This is an optimization exercise on Yosys and OpenROAD, whose aim is small area and few clock cycles per item, not a production implementation. In this exercise RTL edits were held to simulation tests only and were not proved equivalent to the original.

==> flow/design.v, too long to show whole: its modules and the start of the top module <==
// module aqids_fa: 10 lines
// module aqids_ha: 9 lines
// module air_quality_index_daily_summary: 3121 lines
module air_quality_index_daily_summary #(
  parameter int PERIODS_PER_DAY = 6
) (
  input  logic                clk,
  input  logic                rst_n,
  input  logic                cfg_we,
  input  logic [1:0]          cfg_index,
  input  logic [13:0]         cfg_wdata,
  input  logic                in_valid,
  output logic                in_ready,
  input  logic [13:0]         in_pm25_tenths,
  input  logic [13:0]         in_co2_ppm,
  input  logic signed [10:0]  in_temperature_tenths,
  input  logic [9:0]          in_humidity_tenths,
  output logic                out_valid,
  input  logic                out_ready,
  output logic [8:0]          out_aqi_index,
  output logic [2:0]          out_aqi_level,
  output logic [1:0]          out_co2_level,
  output logic signed [11:0]  out_thi_tenths,
  output logic [1:0]          out_thi_level,
  output logic                out_day_done,
  output logic [8:0]          out_avg_aqi,
  output logic [13:0]         out_avg_co2,
  output logic signed [11:0]  out_avg_thi_tenths,
  output logic [2:0]          out_rec_aqi_level,
  output logic [1:0]          out_rec_co2_level,
  output logic [2:0]          out_rec_thi_level
);
  // ...
==> flow/run.sh <==
#!/bin/bash
# synth_recipe.tcl (not shown) runs the flow's synth.tcl, then flattens the netlist and writes it again
# the make line also repeats each setting of config.mk as NAME=value (left out here)
make -C /OpenROAD-flow-scripts/flow DESIGN_CONFIG=/design/flow/config.mk WORK_HOME=/design/flow/orfs CLKGATE_MAP_FILE= SYNTH_SCRIPT=/design/flow/synth_recipe.tcl finish
==> flow/config.mk <==
export PLATFORM = sky130hd
export DESIGN_NAME = air_quality_index_daily_summary
export DESIGN_NICKNAME = air_quality_index_daily_summary
export VERILOG_FILES = /design/flow/design.v
export SDC_FILE = /design/flow/constraint.sdc
export NUM_CORES = 4
export LEC_CHECK = 0
export ABC_AREA = 1
export CAP_MARGIN = 20
export CORE_MARGIN = 2
export CORE_UTILIZATION = 65
export SLEW_MARGIN = 20
export SYNTH_HIERARCHICAL = 1
export SYNTH_MINIMUM_KEEP_SIZE = 0
==> flow/constraint.sdc <==
create_clock -name core_clock -period 11.0 [get_ports {clk}]
set_input_delay 2.2000 -clock core_clock [delete_from_list [all_inputs] [get_ports {clk}]]
set_output_delay 2.2000 -clock core_clock [all_outputs]
set_load 0.01 [all_outputs]
==> flow_metrics.tcl, run 1 <==
set metrics [dict create \
    top_regs "s1_thi_z_r: 19 flops, sum_co2_r: 16 flops" \
    multiInputGateArea_um2 15100 \
    avgViaCountPerCell 5.78 \
    end_kind "flop" \
    crit_cells 35 \
    yosys.area.top_type_share_pct 32.0 \
    ctsHoldBuffers 0 \
    met2WireLength_mm 24.9 \
    synth.distinct_cells 52 \
    cts.repair.resized 2 \
    largest_register_ffs 19 \
    synth_compound_area_share_pct 7.29 \
    critPathKind "flop to flop" \
    routabilityCongestion 0.940 \
    start_util_pct 66.3 \
    critical-path-top-delay-family "adder cells" \
    hpwl_mm 41.9 \
    die_area_um2 33700 \
    synth_top_family_by_area "adder cells" \
    ff2ff_setup_slack_ns 0.34 \
    buffers 187 \
    coreArea_um2 31600 \
    synth_seq_cells 160 \
    timing.critical_path.buf_inv 3 \
    io_pins 144 \
    drv_cap 0 \
    crit_end "sum_aqi_r[11]" \
    outcome "no timing/DRC/antenna violations" \
    layout.cells.non_filler 2858 \
    crit_slowest_cell "fa_1" \
    max-slew-margin-rel_pct 34.1 \
    placed_area_um2 22900 \
    netlist_area_um2 21000 \
    multi_input_cells 1697 \
    final_util_pct 74.8 \
    flops_and_latches 160 \
]
Testbench counts, summed over its fixed seeds: cycles 24,016, items 24,000.
==> run 2: changes to the inputs <==
--- a/flow/config.mk
+++ b/flow/config.mk
@@ -10,3 +10,4 @@
 export CORE_MARGIN = 2
-export CORE_UTILIZATION = 65
+export CORE_UTILIZATION = 40
+export CTS_BUF_LIST = sky130_fd_sc_hd__clkbuf_8
 export SLEW_MARGIN = 20
==> run 2 against run 1 <==
Compared with the run above: global-route usage shrank 12 points; highest routed layer unchanged; critical path depth down 3; critical endpoint unchanged.
==> flow_metrics.tcl, run 2 <==
set metrics [dict create \
    outcome "no timing/DRC/antenna violations" \
    yosysWarningCount 7 \
    grt_antenna_before_repair 0 \
    clock-root-buffer "clkbuf_8" \
    grt_remaining_overflow 0 \
    cp.required_ns 11.29 \
    clock_path_buffers 2 \
    muxShareOfSynthArea_pct 0 \
    fin_crit_sh_pct 95.9 \
    dr.pass1.iters 6 \
    drtAntennaViolNets 0 \
    cp_max_fo 8 \
    seq_area_frac_synth_pct 20.7 \
    grt_max_degree 48 \
    final_util_pct 45.7 \
    pre_cts_slack_ns 0.385 \
    hold_path_class "flop to flop" \
    synth-main-ff-cell "edfxtp_1" \
    largest_register "s1_thi_z_r" \
    slowest_delay_ns 0.57 \
    rows 83 \
    synth_seq_cells 160 \
    worstMarginPinSlew_ns 0.854 \
    routabilityCongestion 0.907 \
    area_growth_pct 12.6 \
    synth.distinct_cells 52 \
    route.detailed.drc 0 \
    io_pins 144 \
    avgViaCountPerCell 5.05 \
    crit_slowest_cell "fa_1" \
    min_to "co2_high_r[2]" \
    wirelength_mm 53.6 \
    largest_register_ffs 19 \
    clk_pin_slew_worst_paths_ns 0.09 \
    setup_ws_ns 0.452 \
    synth_fa_ha_area_share_pct 46.0 \
    syn_inst 2307 \
    drv_cap 0 \
    cp-start-kind "flop" \
    cts_buffers 17 \
    yosys.area.top_type_share_pct 32.0 \
    layout.cells.non_filler 3125 \
    hpwl_mm 44.4 \
    netlist_area_um2 21000 \
    regToRegStartpoint "s1_pm_r[4]" \
    grt_pass1_vias 16400 \
    hold_viol 0 \
    layout.cells.most_common_list "363 x inv_1, 358 x nor2_1, 335 x fa_1" \
    max-slew-margin-rel_pct 42.9 \
    fin_skew_ns 0.0195 \
    syn_nets 2946 \
    timing.rr.end "sum_aqi_r[11]" \
    clock_sinks 160 \
    worstSetupStartpoint "s1_pm_r[4]" \
    synth_edf_count 113 \
    synth_common_cells "363 x nor2_1, 362 x inv_1, 335 x fa_1, 306 x nand2_1, 234 x ha_1" \
    synth_area_leaders "fa_1 32%, edfxtp_1 16%, ha_1 14%, nor2_1 6.5%, inv_1 6.5%" \
    cts_tree "built" \
    cts_setup_buffers 0 \
    port_buffers 143 \
    synth_top_family_by_area "adder cells" \
    drive_gt1_share_pct 6.05 \
    avgSynthCellArea_um2 9.09 \
    htreeDepth 4 \
    grt_use_total_pct 20.8 \
    period_needed_ns 10.55 \
    clk_latency_ns 0.54 \
    post_drt_wl_per_cell_um 17.1 \
    die_area_um2 54300 \
    cp_data_arrival_time_ns 10.84 \
    synth_area_leader_cell "fa_1" \
    reg2reg_depth 32 \
    whs_path_depth 2 \
    coreArea_um2 51600 \
    slew_violations 0 \
    fmax_mhz 94.8 \
    synth_compound_area_share_pct 7.29 \
    final_nets 3071 \
    num_antenna_cells 0 \
    mostFrequentLayoutCell "inv_1" \
    die_w_um 233 \
    synth_xor_area_share_pct 1.04 \
    drt_iter0_drc 897 \
    via_count 15800 \
    hp-start "co2_high_r[2]" \
    setup_viol 0 \
    synthArstFlopShare_pct 0 \
    dp.cells 3093 \
    synth_most_common_cell "nor2_1" \
    synthSimpleGateAreaFrac_pct 17.0 \
    die_y_um 233 \
    grt_pass1_wl_mm 87.3 \
    top_regs "s1_thi_z_r: 19 flops, sum_co2_r: 16 flops" \
    rsz0062_at_grt "true" \
    ff2ff_setup_slack_ns 0.45 \
    end_kind "flop" \
    worst_path_most_repeated_cell "fa_1" \
    start_util_pct 40.6 \
    critPathKind "flop to flop" \
]
-- run 2: cell counts after synthesis --
No cell type changed its count.
-- run 2: area by class of cell --
cell class                 count  area (um^2)
clock buffer                  19          262
clock inverter                13         90.1
fill                        4969        28000
inverter                     380         1430
multi-input combinational   1697        15000
sequential                   160         4330
tap                          680          851
timing repair buffer         176         1680
-- run 2: through the flow --
stage	TNS (ns)	cell area, um^2	hold slack [ns]
floorplan	0	21000	0.435
global placement	0	23200	0.443
detailed placement	0	23200	0.453
CTS	0	23600	0.468
global route	-0.163	23600	0.494
finish	0	23600	0.463
-- run 2: how the worst max path moves through the flow --
stage,to,slack (ns),cells after the start
finish,sum_aqi_r[11],0.45,32
floorplan,sum_aqi_r[11],0.58,35
CTS,sum_thi_r[13],0.35,33
global placement,sum_thi_r[13],0.48,33
global route,sum_aqi_r[11],-0.16,32
detailed placement,sum_thi_r[13],0.39,33
-- run 2: what timing repair did --
item	in CTS	in global routing
hold endpoints to repair	0	0
hold buffers	0	0
resized for setup	0	4
setup endpoints to repair	0	4
-- run 2: routing by layer --
layer	share of wire, %	track usage [%]	vias up	wire, um
met4	2.0	6.07	0	1090
met3	5.5	3.82	66	2960
li1	-	-	7621	-
met5	0	0	-	0
met2	47	33.9	401	25100
met1	46	28.1	7679	24400
-- run 2: cells by family after synthesis --
kind of cell,count (synthesis)
compound gates,260
xor+xnor,25
fa+ha+maj,569
buf+inv,450
flops,160
simple gates,843
-- run 2: critical path, delay by kind of cell, from the launching register on --
| family | cells | cell delay, ns |
|---|---|---|
| adders and majority gates | 20 | 7.70 |
| AOI/OAI and AO/OA | 4 | 0.85 |
| and+or+nand+nor | 6 | 0.82 |
| buffers and inverters | 2 | 0.47 |
| DFF | 1 | 0.45 |
-- run 2: modules after synthesis, one instance, submodules excluded --
module	cells inside	flip-flops and latches	area (um^2)
aqids_fa	1	0	20.0
air_quality_index_daily_summary	1929	160	13900
aqids_ha	1	0	12.5
==> run 3: changes to the inputs <==
--- a/flow/config.mk
+++ b/flow/config.mk
@@ -11,3 +11,2 @@
 export CORE_UTILIZATION = 40
-export CTS_BUF_LIST = sky130_fd_sc_hd__clkbuf_8
 export SLEW_MARGIN = 20
==> run 3 against run 2 <==
Compared with the run above: maximum frequency about the same; register-to-register slack about the same; synthesized cell count unchanged; setup slack improved by 0.0022 ns; largest cell class unchanged; sequential cell count unchanged; first-iteration DRC count decreased by 5.0%; critical path depth unchanged; critical endpoint unchanged.
==> flow_metrics.tcl, run 3 <==
set metrics [dict create \
    cts_setup_buffers 0 \
    die_y_um 233 \
    die_w_um 233 \
    cts_tree "built" \
    layout.cells.most_common_list "361 x inv_1, 358 x nor2_1, 335 x fa_1" \
    drive_gt1_share_pct 6.05 \
    slowest_delay_ns 0.57 \
    end_kind "flop" \
    worstSetupStartpoint "s1_pm_r[4]" \
    layout.cells.non_filler 3125 \
    rows 83 \
    fin_skew_ns 0.0143 \
    cts_buffers 17 \
    max-slew-margin-rel_pct 42.9 \
    grt_antenna_before_repair 0 \
    grt_max_degree 48 \
    ctsHoldBuffers 0 \
    wirelength_mm 53.6 \
    io_pins 144 \
    synth_most_common_cell "nor2_1" \
    cp.required_ns 11.23 \
    route.detailed.drc 0 \
    period_needed_ns 10.55 \
    yosys.area.top_type_share_pct 32.0 \
    routabilityCongestion 0.907 \
    synth_common_cells "363 x nor2_1, 362 x inv_1, 335 x fa_1, 306 x nand2_1, 234 x ha_1" \
    worstMarginPinSlew_ns 0.854 \
    hold_viol 0 \
    largest_register_ffs 19 \
    regToRegStartpoint "s1_pm_r[4]" \
    rsz0062_at_grt "true" \
    grt_pass1_wl_mm 87.6 \
    worst_path_most_repeated_cell "fa_1" \
    grt_remaining_overflow 0 \
    clock_sinks 160 \
    reg2reg_depth 32 \
    clk_pin_slew_worst_paths_ns 0.07 \
    min_to "co2_high_r[2]" \
    clk_latency_ns 0.48 \
    synth.distinct_cells 52 \
    synth_seq_cells 160 \
    num_antenna_cells 0 \
    outcome "no timing/DRC/antenna violations" \
    multiInputGateArea_um2 15000 \
    hpwl_mm 44.4 \
    fin_crit_sh_pct 95.9 \
    avgSynthCellArea_um2 9.09 \
    top_regs "s1_thi_z_r: 19 flops, sum_co2_r: 16 flops" \
    syn_nets 2946 \
    nFillCells 4942 \
    cp-start-kind "flop" \
    start_util_pct 40.6 \
    setup_ws_ns 0.455 \
    critPathKind "flop to flop" \
    coreArea_um2 51600 \
    htreeDepth 4 \
    synthArstFlopShare_pct 0 \
    clock_path_buffers 2 \
    grt_use_total_pct 20.8 \
    clock-root-buffer "clkbuf_16" \
    netlist_area_um2 21000 \
    crit_slowest_cell "fa_1" \
    mostFrequentLayoutCell "inv_1" \
    drv_cap 0 \
    seq_area_frac_synth_pct 20.7 \
    via_count 15900 \
    drt_iter0_drc 852 \
    cp_data_arrival_time_ns 10.77 \
    setup_viol 0 \
    timing.rr.end "sum_aqi_r[11]" \
    hold_path_class "flop to flop" \
    hp-start "co2_high_r[2]" \
    dr.pass1.iters 6 \
    dp.cells 3093 \
    port_buffers 143 \
    avgViaCountPerCell 5.08 \
    grt_pass1_vias 16500 \
    cts.repair.resized 0 \
    regArea_um2 4330 \
    fin_hold_ws_ns 0.459 \
    setup_tns_ns 0 \
    whs_path_depth 2 \
    fmax_mhz 94.8 \
    final_nets 3071 \
    syn_inst 2307 \
    post_drt_wl_per_cell_um 17.1 \
    pre_cts_slack_ns 0.385 \
    synth_area_leader_cell "fa_1" \
    slew_violations 0 \
    synth-main-ff-cell "edfxtp_1" \
    largest_register "s1_thi_z_r" \
    area_growth_pct 13.5 \
    die_area_um2 54300 \
    ff2ff_setup_slack_ns 0.45 \
    synth_area_leaders "fa_1 32%, edfxtp_1 16%, ha_1 14%, nor2_1 6.5%, inv_1 6.5%" \
    synth_edf_count 113 \
    drtAntennaViolNets 0 \
    yosysWarningCount 7 \
    cp_max_fo 8 \
]
[run 3: cell counts after synthesis]
Identical to the previous run, type by type.
[run 3: area by class of cell]
cell class / instances / area share, %
Clock buffer: 21 / 1.93
Clock inverter: 11 / 0.347
Inverter: 380 / 6.00
Multi-Input combinational cell: 1697 / 62.9
Sequential cell: 160 / 18.2
Tap cell: 680 / 3.57
Timing Repair Buffer: 176 / 7.05
[run 3: Yosys stat by module, one instance, submodules excluded]
module	area (um^2)	copies in the design	flip-flops and latches
air_quality_index_daily_summary	13900	1	160
aqids_fa	20.0	316	0
aqids_ha	12.5	62	0
[run 3: how the worst max path moves through the flow]
stage	slack, ns	cells past startpoint	to
after floorplan	0.58	35	sum_aqi_r[11]
after global placement	0.48	33	sum_thi_r[13]
after detailed placement	0.39	33	sum_thi_r[13]
after CTS	0.35	33	sum_thi_r[13]
after global routing	-0.15	32	sum_aqi_r[11]
final	0.45	32	sum_aqi_r[11]
[run 3: worst max-delay path: cells and delay by family (launching register included)]
| family | cells | cell delay (ns) |
|---|---|---|
| adders and majority gates | 20 | 7.71 |
| AOI/OAI and AO/OA | 4 | 0.85 |
| and+or+nand+nor | 6 | 0.83 |
| buffers and inverters | 2 | 0.47 |
| DFF | 1 | 0.44 |
[run 3: kinds of logic (layout without fill, tap and decap cells)]
family                     count (synthesis)  after routing  synth area share (%)
DFF                                      160            160                  20.7
adders and majority gates                569            569                  46.0
buffers and inverters                    450            588                  8.06
xor gates and xnor gates                  25             25                  1.04
AOI/OAI and AO/OA                        260            260                  7.29
and+or+nand+nor                          843            843                  17.0
[run 3: layer usage]
metal / wire length [um] / global-route usage [%] / part of all wire [%] / vias to the layer above
li1: - / - / - / 7627
met1: 24600 / 28.3 / 46 / 7761
met2: 25100 / 34.0 / 47 / 424
met3: 2770 / 3.38 / 5.2 / 64
met4: 1100 / 6.27 / 2.1 / 0
met5: 0 / 0 / 0 / -
[run 3: through the flow]
step	instance area (um^2)	utilization [%]
after global routing	23800	46.1
after floorplan	21000	-
after CTS	23800	46.1
after global placement	23200	45.0
final	23800	46.1
after detailed placement	23200	45.0
==> run 4: changes to the inputs <==
==> flow/flow/run.sh (new file) <==
#!/bin/bash
# Layout flow: the standard flow, with the port buffers made of the smallest
# buffer cell (buf_1) instead of the resizer's default choice.
set -e
export BUFFER_PORTS_ARGS="-buffer_cell sky130_fd_sc_hd__buf_1"
bash standard.sh > standard.log 2>&1
==> flow/standard.sh (new file) <==
#!/bin/bash
# synth_recipe.tcl (not shown) runs the flow's synth.tcl, then flattens the netlist and writes it again
# the make line also repeats each setting of config.mk as NAME=value (left out here)
make -C /OpenROAD-flow-scripts/flow DESIGN_CONFIG=/design/flow/config.mk WORK_HOME=/design/flow/orfs CLKGATE_MAP_FILE= SYNTH_SCRIPT=/design/flow/synth_recipe.tcl "${@:-finish}"
removed: flow/run.sh
==> run 4 against run 3 <==
Compared with the run above: global-route usage shrank 0.49 points; still clean; largest cell class unchanged; clock skew down 0.0036 ns; sequential share of layout area rose by 0.63 points; critical endpoint unchanged.
==> flow_metrics.tcl, run 4 <==
set metrics [dict create \
    outcome "no timing/DRC/antenna violations" \
    io_pins 144 \
    die_y_um 233 \
    syn_inst 2307 \
    clock_path_buffers 2 \
    clk_pin_slew_worst_paths_ns 0.07 \
    setup_ws_ns 0.390 \
    setup_viol 0 \
    routabilityCongestion 0.897 \
    synth_edf_count 113 \
    period_needed_ns 10.61 \
    grt_pass1_wl_mm 85.9 \
    synth_common_cells "363 x nor2_1, 362 x inv_1, 335 x fa_1, 306 x nand2_1, 234 x ha_1" \
    fin_skew_ns 0.0108 \
    netlist_area_um2 21000 \
    worstMarginPinSlew_ns 1.03 \
    worst_path_most_repeated_cell "fa_1" \
    synthArstFlopShare_pct 0 \
    fin_hold_ws_ns 0.468 \
    via_count 15800 \
    clock-root-buffer "clkbuf_16" \
    crit_cells 38 \
    cts_buffers 17 \
    critical-path-top-delay-family "adder cells" \
    syn_nets 2946 \
    seq_area_frac_synth_pct 20.7 \
    fin_crit_sh_pct 96.5 \
    rows 83 \
    yosysWarningCount 7 \
    crit_slowest_cell "fa_1" \
    largest_register "s1_thi_z_r" \
    reg2reg_depth 38 \
    die_w_um 233 \
    ctsHoldBuffers 0 \
    top_regs "s1_thi_z_r: 19 flops, sum_co2_r: 16 flops" \
    cp_max_fo 11 \
    drtAntennaViolNets 0 \
    avgSynthCellArea_um2 9.09 \
    max-slew-margin-rel_pct 31.1 \
    die_area_um2 54300 \
    avgViaCountPerCell 5.06 \
    cts_tree "built" \
    rsz0062_at_grt "true" \
    clk_latency_ns 0.46 \
    cp_data_arrival_time_ns 10.82 \
    whs_path_depth 2 \
    coreArea_um2 51600 \
    synth-main-ff-cell "edfxtp_1" \
    layout.cells.most_common_list "360 x inv_1, 359 x nor2_1, 335 x fa_1" \
    final_nets 3075 \
    grt_remaining_overflow 0 \
    drive_gt1_share_pct 6.21 \
    start_util_pct 40.6 \
    yosys.area.top_type_share_pct 32.0 \
    mostFrequentLayoutCell "inv_1" \
    synth_most_common_cell "nor2_1" \
    slew_violations 0 \
    largest_register_ffs 19 \
    post_drt_wl_per_cell_um 16.8 \
    slowest_delay_ns 0.58 \
    dr.pass1.iters 7 \
    cp-start-kind "flop" \
    grt_use_total_pct 20.3 \
    grt_antenna_before_repair 0 \
    pre_cts_slack_ns 0.264 \
    timing.critical_path.buf_inv 4 \
    wirelength_mm 52.5 \
    hold_path_class "flop to flop" \
    drt_iter0_drc 744 \
    port_buffers 143 \
    hold_viol 0 \
    clock_sinks 160 \
    drv_cap 0 \
    hpwl_mm 43.5 \
    htreeDepth 4 \
    synth.distinct_cells 52 \
    critPathKind "flop to flop" \
    route.detailed.drc 0 \
    synth_seq_cells 160 \
    grt_pass1_vias 16500 \
    cp.required_ns 11.21 \
    num_antenna_cells 0 \
    grt_max_degree 73 \
    synth_area_leaders "fa_1 32%, edfxtp_1 16%, ha_1 14%, nor2_1 6.5%, inv_1 6.5%" \
    end_kind "flop" \
    synth_area_leader_cell "fa_1" \
    area_growth_pct 9.73 \
    fmax_mhz 94.3 \
]
==> run 4: cell count changes in the layout (fill, tap and decap cells not counted), sizes merged, moves of 2 or more <==
cell / before / now
clkdlybuf4s50: 143 / 0
clkbuf: 21 / 19
buf: 33 / 180
bufinv: 0 / 3
==> run 4: path summary, 6_finish.rpt <==
path | startpoint | to | slack, ns
min reg2reg | co2_high_r[13] | co2_high_r[13] | 0.47
max reg2reg | s1_pm_r[10] | sum_aqi_r[11] | 0.39
min | co2_high_r[13] | co2_high_r[13] | 0.47
max | s1_pm_r[10] | sum_aqi_r[11] | 0.39
==> run 4: per-stage QoR <==
stage	util [%]	setup TNS [ns]	cells	instance area (um^2)
after detailed placement	43.3	0	3093	22400
final	44.6	0	3129	23000
after CTS	44.5	0	3125	22900
after global routing	44.6	-0.0806	3129	23000
after floorplan	-	0	2307	21000
after global placement	43.3	0	3093	22400
==> run 4: repair_timing <==
action,in CTS,in global routing
setup endpoints to repair,0,4
buffers inserted,0,4
resized for setup,0,7
==> run 4: tightest hold or removal path: cells and delay by family, from the launching register on <==
family	cells	cell delay, ns
flip-flops	1	0.30
buffers and inverters	1	0.07
AO/OA/AOI/OAI	1	0.06
==> run 4: kinds of logic after synthesis <==
kind of cell | count (synthesis) | synth area share [%]
adders and majority gates | 569 | 46.0
xor gates and xnor gates | 25 | 1.04
buffers and inverters | 450 | 8.06
AOI/OAI and AO/OA | 260 | 7.29
and+or+nand+nor | 843 | 17.0
DFF | 160 | 20.7
==> run 4: modules after synthesis (local to each module, per instance) <==
module | flip-flops and latches | cells inside | area, um^2 | times used
air_quality_index_daily_summary | 160 | 1929 | 13900 | 1
aqids_fa | 0 | 1 | 20.0 | 316
aqids_ha | 0 | 1 | 12.5 | 62
==> run 4: layout make-up <==
type	count	area, um^2
Fill cell	5015	28600
Multi-Input combinational cell	1697	15000
Sequential cell	160	4330
Inverter	380	1430
Tap cell	680	851
Timing Repair Buffer	180	815
Clock buffer	19	433
Clock inverter	13	161
==> run 4: metal layers <==
metal | routed length [um] | share of wire (%) | vias up | global-route usage [%]
met4 | 711 | 1.4 | 0 | 4.80
met3 | 2610 | 5.0 | 56 | 3.52
met1 | 24400 | 47 | 7756 | 27.7
li1 | - | - | 7611 | -
met5 | 0 | 0 | - | 0
met2 | 24800 | 47 | 416 | 33.5

==> separate check: timing with driven ports <==
The flow's constraints put no driver on any port. The routed layouts listed below were extracted and timed again, unchanged, in two steps.
Step 1 (the two cells are an assumption about what drives the block):
set clk [get_ports {clk}]
set_driving_cell -lib_cell sky130_fd_sc_hd__clkbuf_16 $clk
set_driving_cell -lib_cell sky130_fd_sc_hd__buf_2 [delete_from_list [all_inputs] $clk]
Step 2 times the ports against the registers' clock, not the clock port: input delays grow and output delays shrink by t, the midpoint of the rising clock arrivals with the driver on.
Three values: ideal ports, drivers, drivers and shift; two values: the first two.
run	t, ns	setup WS [ns]	hold slack, ns	worst register clock-pin slew, ns	cell pins on the clock port's net
run 1	0.490	0.341 / 0.341 / 0.341	0.469 / 0.469 / 0.469	0.08 / 0.08	1
run 2	0.582	0.452 / 0.452 / 0.452	0.463 / 0.463 / 0.463	0.10 / 0.10	1
run 3	0.528	0.455 / 0.455 / 0.455	0.459 / 0.459 / 0.459	0.07 / 0.07	1
run 4	0.512	0.390 / 0.390 / 0.390	0.468 / 0.468 / 0.468	0.07 / 0.07	1
After both steps setup and hold are still met in every run listed.
